This is an optimization exercise on Yosys and OpenROAD, whose aim is small area, not a production implementation. In this exercise RTL edits were held to simulation tests only and were not proved equivalent to the original. Power and IR drop assume default switching activity.

==> flow/design.v <==
package fcrla_pkg;
	localparam int MAX_SAMPLES = 4096;
	localparam int SAMPLE_BITS = 16;
	localparam int LANES    = 4;
	localparam int RAW_W    = 16;
	localparam int AVG_W    = 16;
	localparam int COUNT_W  = 13;
	localparam int TIME_W   = 32;
	localparam int IVAL_W   = 16;
	localparam int TALLY_W  = $clog2(MAX_SAMPLES + 1);
	localparam int SUM_W    = SAMPLE_BITS + $clog2(MAX_SAMPLES);
	localparam int STEP_W   = $clog2(SUM_W);
	localparam int IN_W     = 104;
	localparam int OUT_W    = 80;
	localparam logic [IVAL_W-1:0] EMIT_INTERVAL_RESET = IVAL_W'(1000);
	typedef enum logic [1:0] {
		FUNC_SAMPLE = 2'd0,
		FUNC_START  = 2'd1,
		FUNC_STOP   = 2'd2
	} func_t;
	typedef enum logic [1:0] {
		ST_IDLE,
		ST_LOAD,
		ST_DIV,
		ST_DONE
	} state_t;
	typedef struct packed {
		logic clear;
		logic add;
		logic load;
		logic step;
	} lane_ctrl_t;
endpackage
module fcrla_lane (
	input  logic                             clk,
	input  logic                             arst_n,
	input  fcrla_pkg::lane_ctrl_t            ctrl,
	input  logic [fcrla_pkg::SAMPLE_BITS-1:0] sample,
	input  logic [fcrla_pkg::TALLY_W-1:0]     divisor,
	output logic [fcrla_pkg::AVG_W-1:0]       avg
);
	logic [fcrla_pkg::SUM_W-1:0]   sum_q;
	logic [fcrla_pkg::SUM_W-1:0]   quo_q;
	logic [fcrla_pkg::TALLY_W-1:0] rem_q;
	logic [fcrla_pkg::TALLY_W:0]   trial;
	logic [fcrla_pkg::TALLY_W:0]   diff;
	logic               ge;
	assign trial = {rem_q, quo_q[fcrla_pkg::SUM_W-1]};
	assign ge    = trial >= {1'b0, divisor};
	assign diff  = trial - {1'b0, divisor};
	always_ff @(posedge clk or negedge arst_n) begin
		if (!arst_n) begin
			sum_q <= '0;
		end else if (ctrl.clear || ctrl.load) begin
			sum_q <= '0;
		end else if (ctrl.add) begin
			sum_q <= sum_q + fcrla_pkg::SUM_W'(sample);
		end
	end
	always_ff @(posedge clk) begin
		if (ctrl.load) begin
			quo_q <= sum_q;
			rem_q <= '0;
		end else if (ctrl.step) begin
			quo_q <= {quo_q[fcrla_pkg::SUM_W-2:0], ge};
			rem_q <= ge ? diff[fcrla_pkg::TALLY_W-1:0] : trial[fcrla_pkg::TALLY_W-1:0];
		end
	end
	assign avg = fcrla_pkg::AVG_W'(quo_q[fcrla_pkg::SAMPLE_BITS-1:0]);
endmodule
module four_channel_rate_limited_averager_top (
	input  logic                          clk,
	input  logic                          arst_n,
	input  logic                          s_tvalid,
	output logic                          s_tready,
	input  logic [fcrla_pkg::IN_W-1:0]    s_tdata,
	input  logic [1:0]                    s_tuser,
	output logic                          m_tvalid,
	input  logic                          m_tready,
	output logic [fcrla_pkg::OUT_W-1:0]   m_tdata,
	input  logic                          cfg_we,
	input  logic [fcrla_pkg::IVAL_W-1:0]  cfg_data
);
	fcrla_pkg::state_t             state_q, state_d;
	logic [fcrla_pkg::IVAL_W-1:0]  ival_q;
	logic               stream_q;
	logic [fcrla_pkg::TIME_W-1:0]  last_q;
	logic [fcrla_pkg::TALLY_W-1:0] tally_q;
	logic [fcrla_pkg::TALLY_W-1:0] tally_inc;
	logic [fcrla_pkg::TALLY_W-1:0] div_q;
	logic [fcrla_pkg::STEP_W-1:0]  cnt_q;
	logic               out_valid_q;
	logic [fcrla_pkg::AVG_W-1:0]   avg_q [fcrla_pkg::LANES];
	logic [fcrla_pkg::TALLY_W-1:0] count_q;
	fcrla_pkg::func_t              func;
	logic               accept;
	logic               sample_ok;
	logic               room;
	logic               hit;
	logic [fcrla_pkg::TIME_W-1:0]  elapsed;
	logic               emit;
	logic               out_load;
	fcrla_pkg::lane_ctrl_t         lctrl;
	logic [fcrla_pkg::SAMPLE_BITS-1:0] samp [fcrla_pkg::LANES];
	logic [fcrla_pkg::AVG_W-1:0]   avg [fcrla_pkg::LANES];
	assign func      = fcrla_pkg::func_t'(s_tuser);
	assign accept    = s_tvalid && s_tready;
	assign sample_ok = (func == fcrla_pkg::FUNC_SAMPLE) && stream_q && s_tdata[0];
	assign room      = tally_q < fcrla_pkg::TALLY_W'(fcrla_pkg::MAX_SAMPLES);
	assign tally_inc = room ? tally_q + fcrla_pkg::TALLY_W'(1) : tally_q;
	assign elapsed   = s_tdata[32:1] - last_q;
	assign hit       = elapsed >= fcrla_pkg::TIME_W'(ival_q);
	assign emit      = accept && sample_ok && hit && (tally_inc != '0);
	assign samp[0] = s_tdata[33 +: fcrla_pkg::SAMPLE_BITS];
	assign samp[1] = s_tdata[49 +: fcrla_pkg::SAMPLE_BITS];
	assign samp[2] = s_tdata[65 +: fcrla_pkg::SAMPLE_BITS];
	assign samp[3] = s_tdata[81 +: fcrla_pkg::SAMPLE_BITS];
	genvar g;
	generate
		for (g = 0; g < fcrla_pkg::LANES; g++) begin : g_lane
			fcrla_lane u_lane (
				.clk     (clk),
				.arst_n  (arst_n),
				.ctrl    (lctrl),
				.sample  (samp[g]),
				.divisor (div_q),
				.avg     (avg[g])
			);
		end
	endgenerate
	always_comb begin
		state_d     = state_q;
		s_tready    = 1'b0;
		out_load    = 1'b0;
		lctrl       = '0;
		unique case (state_q)
			fcrla_pkg::ST_IDLE: begin
				s_tready   = 1'b1;
				lctrl.clear = accept && (func == fcrla_pkg::FUNC_START);
				lctrl.add   = accept && sample_ok && room;
				if (emit) begin
					state_d = fcrla_pkg::ST_LOAD;
				end
			end
			fcrla_pkg::ST_LOAD: begin
				lctrl.load = 1'b1;
				state_d    = fcrla_pkg::ST_DIV;
			end
			fcrla_pkg::ST_DIV: begin
				lctrl.step = 1'b1;
				if (cnt_q == fcrla_pkg::STEP_W'(fcrla_pkg::SUM_W - 1)) begin
					state_d = fcrla_pkg::ST_DONE;
				end
			end
			fcrla_pkg::ST_DONE: begin
				if (!out_valid_q || m_tready) begin
					out_load = 1'b1;
					state_d  = fcrla_pkg::ST_IDLE;
				end
			end
			default: state_d = fcrla_pkg::ST_IDLE;
		endcase
	end
	always_ff @(posedge clk or negedge arst_n) begin
		if (!arst_n) begin
			state_q <= fcrla_pkg::ST_IDLE;
		end else begin
			state_q <= state_d;
		end
	end
	always_ff @(posedge clk or negedge arst_n) begin
		if (!arst_n) begin
			ival_q <= fcrla_pkg::EMIT_INTERVAL_RESET;
		end else if (cfg_we) begin
			ival_q <= cfg_data;
		end
	end
	always_ff @(posedge clk or negedge arst_n) begin
		if (!arst_n) begin
			stream_q <= 1'b0;
			last_q   <= '0;
			tally_q  <= '0;
		end else if (state_q == fcrla_pkg::ST_LOAD) begin
			tally_q <= '0;
		end else if (accept) begin
			unique case (func)
				fcrla_pkg::FUNC_START: begin
					stream_q <= 1'b1;
					tally_q  <= '0;
				end
				fcrla_pkg::FUNC_STOP: stream_q <= 1'b0;
				fcrla_pkg::FUNC_SAMPLE: begin
					if (sample_ok) begin
						tally_q <= tally_inc;
						if (hit) begin
							last_q <= s_tdata[32:1];
						end
					end
				end
				default: ;
			endcase
		end
	end
	always_ff @(posedge clk) begin
		if (state_q == fcrla_pkg::ST_LOAD) begin
			div_q <= tally_q;
		end
	end
	always_ff @(posedge clk or negedge arst_n) begin
		if (!arst_n) begin
			cnt_q <= '0;
		end else if (state_q == fcrla_pkg::ST_DIV) begin
			cnt_q <= cnt_q + fcrla_pkg::STEP_W'(1);
		end else begin
			cnt_q <= '0;
		end
	end
	always_ff @(posedge clk) begin
		if (out_load) begin
			for (int i = 0; i < fcrla_pkg::LANES; i++) begin
				avg_q[i] <= avg[i];
			end
			count_q <= div_q;
		end
	end
	always_ff @(posedge clk or negedge arst_n) begin
		if (!arst_n) begin
			out_valid_q <= 1'b0;
		end else if (out_load) begin
			out_valid_q <= 1'b1;
		end else if (m_tready) begin
			out_valid_q <= 1'b0;
		end
	end
	assign m_tvalid = out_valid_q;
	assign m_tdata  = {3'b000, fcrla_pkg::COUNT_W'(count_q), avg_q[3], avg_q[2], avg_q[1], avg_q[0]};
endmodule
==> flow/run.sh <==
#!/bin/bash
# synth_recipe.tcl (not shown) runs the flow's synth.tcl, then flattens the netlist and writes it again
# the make line also repeats each setting of config.mk as NAME=value (left out here)
make -C /OpenROAD-flow-scripts/flow DESIGN_CONFIG=/design/flow/config.mk WORK_HOME=/design/flow/orfs CLKGATE_MAP_FILE= SYNTH_SCRIPT=/design/flow/synth_recipe.tcl finish
==> flow/config.mk <==
export PLATFORM = sky130hd
export DESIGN_NAME = four_channel_rate_limited_averager_top
export DESIGN_NICKNAME = four_channel_rate_limited_averager_top
export VERILOG_FILES = /design/flow/design.v
export SDC_FILE = /design/flow/constraint.sdc
export NUM_CORES = 4
export LEC_CHECK = 0
export CAP_MARGIN = 20
export CORE_MARGIN = 2
export CORE_UTILIZATION = 40
export SLEW_MARGIN = 20
==> flow/constraint.sdc <==
create_clock -name core_clock -period 10.0 [get_ports {clk}]
set_input_delay 2.0000 -clock core_clock [delete_from_list [all_inputs] [get_ports {clk}]]
set_output_delay 2.0000 -clock core_clock [all_outputs]
set_load 0.01 [all_outputs]
==> metrics.md <==
| Metric | Value |
|---|---|
| Sw frac | `35.7%` |
| Final setup viols | `0` |
| Setup TNS | `0 ns` |
| Total CTS buffers | `51` |
| Count of different cell masters after synthesis | `90` |
| Initial DRC Count | `1079` |
| Startpoint Class | `input port` |
| Routability cong. | `0.857` |
| Max cap viols | `0` |
| YS warnings | `7` |
| Core region area | `61900 µm²` |
| Hold crit path type | `reg2reg` |
| DP HPWL | `41.5 mm` |
| Pin count of the biggest net entering global routing | `108` |
| Routed WL per cell | `17.3 µm` |
| Vias | `18500` |
| CP Class | `in2reg` |
| CTS tree | `built` |
| Power density cells | `282 nW/µm²` |
| CTS Buffer Depth | `3` |
| Layout Cells excl Fill | `3449` |
| I/O Buffers | `198` |
| Combinational share of power | `41.8%` |
| Worst path required time | `10.49 ns` |
| Sw power | `0.00299 W` |
| DRC Markers | `0` |
| DP Area | `27900 µm²` |
| Worst-path clk slew | `0.06 ns` |
| Critical Path AT | `7.42 ns` |
| R2R Setup Slk | `4.57 ns` |
| R2r startpoint | `last_q[10]` |
| Status | `no timing/DRC/antenna violations` |
| Final min period | `6.93 ns` |
| Die footprint | `64900 µm²` |
| CTS sink count | `436` |
| Hold endpoint | `avg_q[1][11]` |
| Commonest non-fill, non-tap cells in the layout | `nand2_1, edfxtp_1, clkdlybuf4s50_1` |
| Nets@finish | `2875` |
| Vias in the first global route | `19000` |
| Final Hold Violating Endpoints | `0` |
| Crit share post-route | `69.3%` |
| Relative slew slack | `32.5%` |
| Hold depth | `0` |
| Vias per cell | `5.35` |
| CTS resizes | `0` |
| Drt first pass iters | `5` |
| Number of cells after detailed placement | `3348` |
| ANT nets after route | `0` |
| Grt ovf | `0` |
| Worst Setup End Kind | `flip-flop` |
| Int Pwr | `0.00540 W` |
| FP Rows | `91` |
| Global-route wire length before repair | `98.2 mm` |
| Final Instance Area | `29700 µm²` |
| Syn Area/Cell | `10.5 µm²` |
| Worst-path fanout max | `32` |
| Clock power share | `23.2%` |
| Layout cells sized above 1 | `11.2%` |
| RSZ-0062 raised after global routing | `false` |
| Register Area | `11700 µm²` |
| Hold buffers post-CTS | `0` |
| Async set-reset flop share out of synthesis | `41.7%` |
| Clock Skews | `0.0213 ns` |
| Top_reg_cell synth | `edfxtp_1` |
| Starting Density | `40.6%` |
| Sequential power share | `35.0%` |
| Fill count | `5691` |
| Multi-input gate area | `12700 µm²` |
| VDD IR-drop max | `0.173 mV` |
| Clk root buf | `clkbuf_16` |
| Synth Instances | `2390` |
| Antenna violations before repair | `6` |
| Fmax | `144 MHz` |
| # Post-CTS Setup Buffers | `0` |
| P_leak | `12.3 nW` |
| Overall die width | `255 µm` |
| Worst Max-Slew Pin Slew | `1.01 ns` |
| H-tree depth | `2` |
| Synthesized area | `25200 µm²` |
| Worst r2r dst | `last_q[0]` |
| Sequential area share after synthesis | `46.4%` |
| Fin util | `48.0%` |
| Cell depth of the worst flop-to-flop path | `20` |
| Wirelength, routed | `59.7 mm` |
| Flops & latches, synth | `436` |
| Worst hold path startpoint | `g_lane[1].u_lane.quo_q[11]` |
| Layout overhead on the synthesized area | `18.2%` |
| Pins Over Slew Limit | `0` |
| IO Pins | `209` |
| Die H | `255 µm` |
| Clock latency on the worst-skew pair | `0.60 ns` |
| Most common cell after layout, fill and taps aside | `nand2_1` |
| Post-synth EDFFs | `202` |
| GRT Resource Usage Total | `18.7%` |
cell families after synthesis:
family,after synthesis,synth area share (%)
other,1,0.0149
xor gates and xnor gates,151,5.26
buffers and inverters,213,3.50
adders and majority gates,182,9.32
AOI/OAI and AO/OA,534,13.6
DFF,436,46.4
muxes,194,8.88
and+or+nand+nor,679,13.0
state kept, by name, indices dropped and copies added (netlist names):
| name | cells |
|---|---|
| count_q | 13 |
| g_lane.u_lane.sum_q | 112 |
| state_q | 2 |
| g_lane.u_lane.quo_q | 112 |
| out_valid_q | 1 |
| avg_q | 64 |
| cnt_q | 5 |
| last_q | 32 |
| stream_q | 1 |
| tally_q | 13 |
| g_lane.u_lane.rem_q | 52 |
| div_q | 13 |
| ival_q | 16 |
cells in the mapped netlist, types with 9 or more instances:
library cell,count,area share [%]
a211oi_1,65,1.9
nor2b_1,28,0.70
a21o_1,44,1.3
buf_2,10,0.20
or3_1,19,0.47
nand3_1,60,1.2
nand4_1,31,0.77
o21ai_0,99,2.0
mux2_2,118,5.3
fa_1,9,0.72
nand2b_1,23,0.57
and2_1,19,0.47
edfxtp_1,202,24
nand2_1,210,3.1
a21oi_1,172,3.4
ha_1,173,8.6
mux2_4,29,1.7
o21a_1,17,0.51
a31oi_1,18,0.45
nor2_1,188,2.8
a211o_1,10,0.35
clkbuf_1,75,1.1
and4_1,10,0.35
dfrtp_1,176,18
and3_1,19,0.47
mux2i_1,47,1.9
xor2_1,59,2.1
dfxtp_1,52,4.1
o21bai_1,19,0.57
nor3_1,23,0.46
xnor2_1,92,3.2
o31ai_1,13,0.39
inv_1,121,1.8
or2_2,10,0.25
area by class of cell:
cell class / instances / share of cell area (%)
multi-input cells: 1743 / 42.6
flip-flops and latches: 436 / 39.3
repair buffers: 213 / 7.17
clock buffers: 63 / 4.62
well taps: 837 / 3.52
inverters: 121 / 1.53
clock inverters: 33 / 1.28
diodes: 3 / 0.0253
worst max-delay path by stage:
stage                     depth (start not counted)  slack (ns)  startpoint         end
after detailed placement                         20        2.41  s_tdata[9]   last_q[0]
after global placement                           20        2.49  s_tdata[9]   last_q[0]
after floorplan                                  21        4.01  s_tdata[6]  last_q[10]
final                                            20        3.07  s_tdata[9]   last_q[0]
after CTS                                        20        3.07  s_tdata[9]   last_q[0]
after global routing                             20        2.66  s_tdata[9]   last_q[0]
worst max-delay path: stages:
cell             delay, ns
clkdlybuf4s50_1       0.45
ha_1                  0.40
a21oi_1               0.13
o21ai_0               0.50
o21ba_2               0.27
or2_1                 0.27
nand2_1               0.09
xor2_1                0.17
ha_1                  0.26
a21oi_1               0.16
nor2_1                0.05
a2111oi_0             0.52
o21ai_0               0.18
nor3_1                0.21
nand3_1               0.09
and4b_1               0.26
nand4_1               0.11
nor3_2                0.25
nand2b_4              0.61
mux2_2                0.41
power by group through the flow:
stage          Sequential [W]  Combinational (W)  Clock, W
6_report              0.00294            0.00351   0.00194
3_3_place_gp          0.00296            0.00339         0
3_5_place_dp          0.00298            0.00349         0
4_1_cts               0.00295            0.00351   0.00200
5_1_grt               0.00301            0.00390   0.00207
2_1_floorplan         0.00294            0.00255         0
through the flow:
stage	worst slack, ns	total power (W)	hold WS (ns)
6_report	3.07	0.00839	0.448
5_1_grt	2.66	0.00898	0.457
4_1_cts	3.07	0.00846	0.448
3_5_place_dp	2.41	0.00647	0.436
3_3_place_gp	2.49	0.00635	0.430
2_1_floorplan	4.01	0.00549	0.422
layer usage:
| layer | up-vias | global-route usage, % | part of all wire, % |
|---|---|---|---|
| met5 | - | 0 | 0.064 |
| met4 | 6 | 6.03 | 2.8 |
| met3 | 102 | 2.77 | 3.4 |
| met2 | 276 | 33.2 | 50 |
| met1 | 9037 | 23.2 | 44 |
| li1 | 9030 | - | - |

==> re-timing with driven ports <==
The results above use ideal ports. As a check the final layout listed here was re-extracted and re-timed, cells and wires unchanged.
Step 1: set_driving_cell puts a clkbuf_16 on clk and a buf_2 on each other input, an assumption about the parent block.
Step 2 also shifts input and output timing later by t, the mid clock arrival at the registers, as if the neighbouring blocks saw the same clock.
Three values: ideal, step 1, step 2; two values: the first two.
shift t [ns]: 0.652
slack for setup (ns): 3.070 / 3.107 / 2.455
pins driven straight from the clock port: 1
After both steps this run still meets setup and hold. For this run, drivers alone change the setup slack by +0.037 ns; drivers and shift together by -0.615 ns.
